Background: an optimization exercise with open tools, aiming at small area. Do not read the settings as production practice.
At most, simulation tests tie the RTL to the original design; equivalence was not proved.
Power and IR drop assume default switching activity.

==> flow/design.v (excerpt) <==
module callout_timer_wheel (
	input  logic        clk,
	input  logic        arst_n,
	input  logic        s_axis_tvalid,
	output logic        s_axis_tready,
	input  logic [23:0] s_axis_tdata,   
	input  logic [1:0]  s_axis_tuser,   
	output logic        m_axis_tvalid,
	input  logic        m_axis_tready,
	output logic [39:0] m_axis_tdata,   
	output logic [1:0]  m_axis_tuser,   
	output logic        m_axis_tlast
);
Size in the first run: roughly 390 flip-flops, ~75 I/O pins, roughly 0.012 mm2 of cells after synthesis.
make LEC_CHECK=0 ABC_AREA=1 CAP_MARGIN=20 CORE_MARGIN=2 CORE_UTILIZATION=40 SLEW_MARGIN=20 finish   # period 5.0 ns
run.sh (not shown) runs the stock make flow with config.mk's settings and CLKGATE_MAP_FILE= SYNTH_SCRIPT=/design/flow/synth_recipe.tcl, a recipe that flattens the netlist after the stock synthesis.
Change:
==> flow/flow/run.sh (new file) <==
#!/bin/bash
# Layout with the standard flow (standard.sh), changing only how ports are
# buffered (the smallest buffer) and how the clock tree is built (larger sink
# clusters, no dummy loads). Each tool's output is in orfs/logs/; make's own
# output in flow.log.
set -euo pipefail
export BUFFER_PORTS_ARGS="-buffer_cell sky130_fd_sc_hd__buf_1"
export CTS_ARGS="-sink_clustering_enable -repair_clock_nets -dont_use_dummy_load -sink_clustering_size 32 -sink_clustering_max_diameter 100"
bash standard.sh finish > flow.log 2>&1
==> flow/standard.sh (new file) <==
#!/bin/bash
# synth_recipe.tcl (not shown) runs the flow's synth.tcl, then flattens the netlist and writes it again
# the make line also repeats each setting of config.mk as NAME=value (left out here)
make -C /OpenROAD-flow-scripts/flow DESIGN_CONFIG=/design/flow/config.mk WORK_HOME=/design/flow/orfs CLKGATE_MAP_FILE= SYNTH_SCRIPT=/design/flow/synth_recipe.tcl "${@:-finish}"
--- a/flow/config.mk
+++ b/flow/config.mk
@@ -8 +7,0 @@
-export ABC_AREA = 1
@@ -11 +10 @@
-export CORE_UTILIZATION = 40
+export CORE_UTILIZATION = 60
removed: flow/run.sh
After rerunning:
- The new run passed the timing, DRC and antenna checks
- clock-buffer cell count came out lower by 32
- first-iteration DRC count goes down by about a fifth
- die area came out lower by a quarter to a third
- worst setup slack degrades by 0.13 ns
- synthesized area came out lower by a few percent
- utilization is higher by 18 points
- fmax drops by a few percent
- via count falls by about a fifth
Change:
--- a/flow/flow/run.sh
+++ b/flow/flow/run.sh
@@ -8 +8 @@
-export CTS_ARGS="-sink_clustering_enable -repair_clock_nets -dont_use_dummy_load -sink_clustering_size 32 -sink_clustering_max_diameter 100"
+export CTS_ARGS="-sink_clustering_enable -repair_clock_nets -dont_use_dummy_load -sink_clustering_size 25 -sink_clustering_max_diameter 80"
- non-clock buffer count is unchanged
- design area went up by 0.82%
- routed wire length went up by 0.55%
- fmax went up by 0.61%
- synthesized area does not change
- cell count went up by 0.33%
- via count went up by 1.1%
- hold slack is worse by 0.011 ns

== P ==
callout_timer_wheel, a different RTL version from the one above (not shown whole).
Size in the first run: about 1200 cells after synthesis, roughly 75 I/O pins.
clock: 5.0 ns
lec_check: 0
abc_area: 1
cap_margin: 20
core_margin: 2
core_utilization: 40
slew_margin: 20
Stock flow here: none of the scripts above is used.
P had finished all stages when the layout checks came back failing, citing setup timing.
## Diff of input files: Q against P
Settings: CTS_BUF_LIST now sky130_fd_sc_hd__clkbuf_2 sky130_fd_sc_hd__clkbuf_4, previously not set; CTS_CLUSTER_SIZE now 30, previously not set.
Completing all stages was not enough for Q: its layout failed the final checks because of setup timing.
Comparing Q with P, the number of hold buffers added after CTS came out essentially unchanged.
From P to Q the numbers moved as follows: total of clock buffers placed in the layout higher; peak fanout along the critical path lower; wire length after detailed routing higher.
Of Q and P, the run reporting the higher final area was P.
Critical path depth (Q vs. P) increases by a few percent
[compare] base=P new=Q: CTS clock-pin slew for the worst setup and hold paths neither gained nor lost much, worst setup slack after layout picked up an extra 0.12 ns.
Minimum period implied by the final worst setup slack on Q is ahead of P.
Function was not checked in any run of this note: the RTL went through the layout flow alone.

Another version of the RTL of callout_timer_wheel (not shown whole).
Size in the first run: ~810 cells after synthesis, ~390 flip-flops.
Settings: LEC_CHECK=0, CAP_MARGIN=20, CORE_MARGIN=2, CORE_UTILIZATION=75, SLEW_MARGIN=20; clock period 5.0 ns.
standard.sh (not shown) runs the stock make flow with config.mk's settings and CLKGATE_MAP_FILE= SYNTH_SCRIPT=/design/flow/synth_recipe.tcl, a recipe that flattens the netlist after the stock synthesis.
==> flow/flow/run.sh <==
#!/bin/bash
# Layout with the standard flow (standard.sh), changing only how ports are
# buffered (the smallest buffer) and how the clock tree is built (larger sink
# clusters, no dummy loads). Each tool's output is in orfs/logs/; make's own
# output in flow.log.
set -euo pipefail
export BUFFER_PORTS_ARGS="-buffer_cell sky130_fd_sc_hd__buf_1"
export CTS_ARGS="-sink_clustering_enable -repair_clock_nets -dont_use_dummy_load -sink_clustering_size 25 -sink_clustering_max_diameter 80"
bash standard.sh finish > flow.log 2>&1
The baseline ran to the end with violations: setup timing.
Next try:
- CORE_UTILIZATION: 75 -> 60
The changed run completed and failed the layout checks on setup timing.
Total power decreases by a few percent.
Clock-buffer cell count came out higher by 1.
Global-route usage fell by 21 points.
Via count is lower by about a fifth.
First-iteration DRC count went down by well over a third.
Setup slack gets better by 300 ps.
Final cell count rose by a few percent.
Routed wire length came out lower by well over a third.
Worst hold slack gets worse by 59 ps.
No functional check of the RTL was part of any run of this note.

callout_timer_wheel with an RTL version that a note above also has.
Size: ~920 cells after synthesis, ~390 flip-flops, roughly 75 I/O pins, about 11000 um^2 of cells after synthesis.
export LEC_CHECK = 0
export CAP_MARGIN = 20
export CORE_MARGIN = 2
export CORE_UTILIZATION = 40
export SLEW_MARGIN = 20
create_clock -name core_clock -period 5.0 [get_ports {clk}]
==> flow/flow/run.sh <==
#!/bin/bash
# Layout with the standard flow (standard.sh), changing only how ports are
# buffered (the smallest buffer) and how the clock tree is built (no dummy
# loads). Each tool's output is in orfs/logs/; make's own output in flow.log.
set -euo pipefail
export BUFFER_PORTS_ARGS="-buffer_cell sky130_fd_sc_hd__buf_1"
export CTS_ARGS="-sink_clustering_enable -repair_clock_nets -dont_use_dummy_load"
bash standard.sh finish > flow.log 2>&1
Edit:
==> flow/run.sh (new file) <==
#!/bin/bash
# synth_recipe.tcl (not shown) runs the flow's synth.tcl, then flattens the netlist and writes it again
# the make line also repeats each setting of config.mk as NAME=value (left out here)
make -C /OpenROAD-flow-scripts/flow DESIGN_CONFIG=/design/flow/config.mk WORK_HOME=/design/flow/orfs CLKGATE_MAP_FILE= SYNTH_SCRIPT=/design/flow/synth_recipe.tcl finish
removed: flow/flow/run.sh
removed: flow/standard.sh
Worst setup slack improved by 150 ps.
Power is higher by 5.6%.
Core utilization rose by 2.6 points.
Sequential share of layout area goes down by 3.3 points.
Synthesized area stays the same.
Wire length goes up by 1.9%.
Design area is higher by 5.6%.

JK:
callout_timer_wheel, a different RTL version from the one above (not shown whole).
Size in the first run: about 730 cells after synthesis, roughly 390 flip-flops.
==> flow/config.mk <==
export PLATFORM = sky130hd
export DESIGN_NAME = callout_timer_wheel
export DESIGN_NICKNAME = callout_timer_wheel
export VERILOG_FILES = /design/flow/design.v
export SDC_FILE = /design/flow/constraint.sdc
export NUM_CORES = 4
export LEC_CHECK = 0
export CAP_MARGIN = 20
export CORE_MARGIN = 2
export CORE_UTILIZATION = 70
export SLEW_MARGIN = 20
==> flow/constraint.sdc <==
create_clock -name core_clock -period 5.0 [get_ports {clk}]
set_input_delay 1.0000 -clock core_clock [delete_from_list [all_inputs] [get_ports {clk}]]
set_output_delay 1.0000 -clock core_clock [all_outputs]
set_load 0.01 [all_outputs]
==> flow/flow/run.sh <==
#!/bin/bash
# Layout with the standard flow (standard.sh), changing only how ports are
# buffered (the smallest buffer) and how the clock tree is built (larger sink
# clusters, no dummy loads). Each tool's output is in orfs/logs/; make's own
# output in flow.log.
set -euo pipefail
export BUFFER_PORTS_ARGS="-buffer_cell sky130_fd_sc_hd__buf_1"
export CTS_ARGS="-sink_clustering_enable -repair_clock_nets -dont_use_dummy_load -sink_clustering_size 25 -sink_clustering_max_diameter 80"
bash standard.sh finish > flow.log 2>&1
Input changes introduced in MS (baseline for comparison: JK):
- swapping 70 for 80 in CORE_UTILIZATION
==> flow/flow/run.sh <==
#!/bin/bash
# Layout with the standard flow (standard.sh), changing only:
#  - synthesis: synth_recipe.tcl with the procs in synth_tweaks.tcl (adders
#    left to ABC, ABC's default area mapping);
#  - port buffers: the smallest buffer;
#  - clock tree: larger sink clusters, no dummy loads.
# Each tool's output is in orfs/logs/; make's own output in flow.log.
set -euo pipefail
W=$(cd "$(dirname "${BASH_SOURCE[0]}")/.." && pwd)
{ head -n 1 "$W/synth_recipe.tcl"; cat "$W/flow/synth_tweaks.tcl"; tail -n +2 "$W/synth_recipe.tcl"; } > "$W/my_synth.tcl"
export BUFFER_PORTS_ARGS="-buffer_cell sky130_fd_sc_hd__buf_1"
export CTS_ARGS="-sink_clustering_enable -repair_clock_nets -dont_use_dummy_load -sink_clustering_size 30 -sink_clustering_max_diameter 90"
cd "$W"
bash standard.sh SYNTH_SCRIPT="$W/my_synth.tcl" finish > flow.log 2>&1
==> flow/flow/synth_tweaks.tcl (new file) <==
# Changes to the standard flow's synthesis script (synth_recipe.tcl), placed after its
# first line. Registers, their names and cell types are as in the standard
# synthesis; only the mapping of the logic between them differs.

# leave adders as plain logic for ABC to map, instead of half/full adder cells
proc extract_fa {args} {}

# map the logic with ABC's default script for a cell library (area oriented)
# in place of ORFS's speed script and its delay target
proc abc {args} {
  set out {}
  set skip 0
  foreach a $args {
    if {$skip} { set skip 0; continue }
    if {$a in {-script -D -constr}} { set skip 1; continue }
    lappend out $a
  }
  yosys abc {*}$out
}
[summary]
Between JK and MS, the synthesized area is higher for JK.
[compare] base=JK new=MS: clock-net power dropped about 6%, post-layout worst setup margin increased 0.53 ns, share of power burned in the clock network lost 6.2 points, power per unit of standard cell area increased about 26%, via count of the first global-routing pass now larger.
Re setup slack at placement: JK was lower than MS.
MS against JK: highest clock rate picked up an extra about 12%; placed standard-cell area went down 2.1%.
Inputs modified between MS and AL:
- CORE_UTILIZATION now 70, was 80
-- flow/flow/run.sh --
<<< MS, line 12
export CTS_ARGS="-sink_clustering_enable -repair_clock_nets -dont_use_dummy_load -sink_clustering_size 30 -sink_clustering_max_diameter 90"
>>> AL, line 12
export CTS_ARGS="-sink_clustering_enable -repair_clock_nets -dont_use_dummy_load -sink_clustering_size 30 -sink_clustering_max_diameter 90 -root_buf sky130_fd_sc_hd__clkbuf_8 -tree_buf sky130_fd_sc_hd__clkbuf_8"
### Flow results
- Sort AL and MS by net switching component of the power, descending, and MS comes first.
- AL against MS: critical path depth moved up; number of global-route vias before repair moved down.
- Wire length the detailed router placed on met1, AL and MS: higher on MS
- Measured against MS, the overall routed net length of AL comes out at 0.67 times the reference value.
- Achievable frequency: AL > MS
- Highest cell delay on the worst timing path: AL lower than MS
- Delta (AL minus MS): met2 usage in global routing moved down; synthesized cell count essentially unchanged; wire length of the first global-routing pass has decreased; DRC violations left roughly the same.
Edits applied to the flow inputs when going from AL to TR:
==> flow/flow/run.sh <==
#!/bin/bash
# Layout with the standard flow (standard.sh), changing only how ports are
# buffered (the smallest buffer) and how the clock tree is built (larger sink
# clusters, no dummy loads). Each tool's output is in orfs/logs/; make's own
# output in flow.log.
set -euo pipefail
export BUFFER_PORTS_ARGS="-buffer_cell sky130_fd_sc_hd__buf_1"
export CTS_ARGS="-sink_clustering_enable -repair_clock_nets -dont_use_dummy_load -sink_clustering_size 28 -sink_clustering_max_diameter 70"
bash standard.sh finish > flow.log 2>&1
removed: flow/flow/synth_tweaks.tcl
Results
- In the flow results for AL and TR, the highest clock frequency the design can meet is smaller on TR.
- TR vs AL: chip height up
- Setup slack: TR less than AL
- Looking at AL and TR, the growth of design area from synthesis to finish is a wash.
- Summary — sequential fraction of total cell area, TR relative to AL: lower, by 2.3 points.
- The end-of-flow core utilization in TR sits 0.53 points below the value recorded for AL.
- TR — number of cells in the design after placement 16 lower, AL as reference

-- static timing again, ports no longer ideal --
No port has a modelled driver above. Below, the same layouts with a new extraction and two added sets of constraints. Step 1: set_driving_cell puts a clkbuf_16 on clk and a buf_2 on each other input, an assumption about the parent block. Step 2 also shifts input and output timing later by t, the mid clock arrival at the registers, as if the neighbouring blocks saw the same clock. Three values: ideal ports, drivers, drivers and shift; two values: the first two.
| run | t (ns) | slack for setup (ns) | cell pins on the clock port's net |
|---|---|---|---|
| the first run of note 1 | 0.557 | 0.487 / 0.440 / 0.991 | 1 |
| the second run of note 1 | 0.523 | 0.353 / 0.309 / 0.792 | 1 |
| the third run of note 1 | 0.542 | 0.381 / 0.337 / 0.728 | 1 |
| P | 0.568 | -0.323 / -0.350 / -0.350 | 1 |
| Q | 0.743 | -0.207 / -0.237 / -0.237 | 1 |
| the first run of note 3 | 0.555 | -2.498 / -2.506 / -3.062 | 1 |
| the second run of note 3 | 0.515 | -2.193 / -2.188 / -2.703 | 1 |
| the first run of note 4 | 0.542 | 0.391 / 0.346 / 0.725 | 1 |
| the second run of note 4 | 0.556 | 0.546 / 0.500 / 0.264 | 1 |
| JK | 0.544 | 0.100 / 0.057 / 0.341 | 1 |
| MS | 0.540 | 0.626 / 0.626 / 0.626 | 1 |
| AL | 0.580 | 0.892 / 0.851 / 1.431 | 1 |
| TR | 0.519 | 0.140 / 0.094 / 0.467 | 1 |
For the first run of note 3, which loses most, drivers alone change the setup slack by -0.008 ns; drivers and shift together by -0.564 ns.
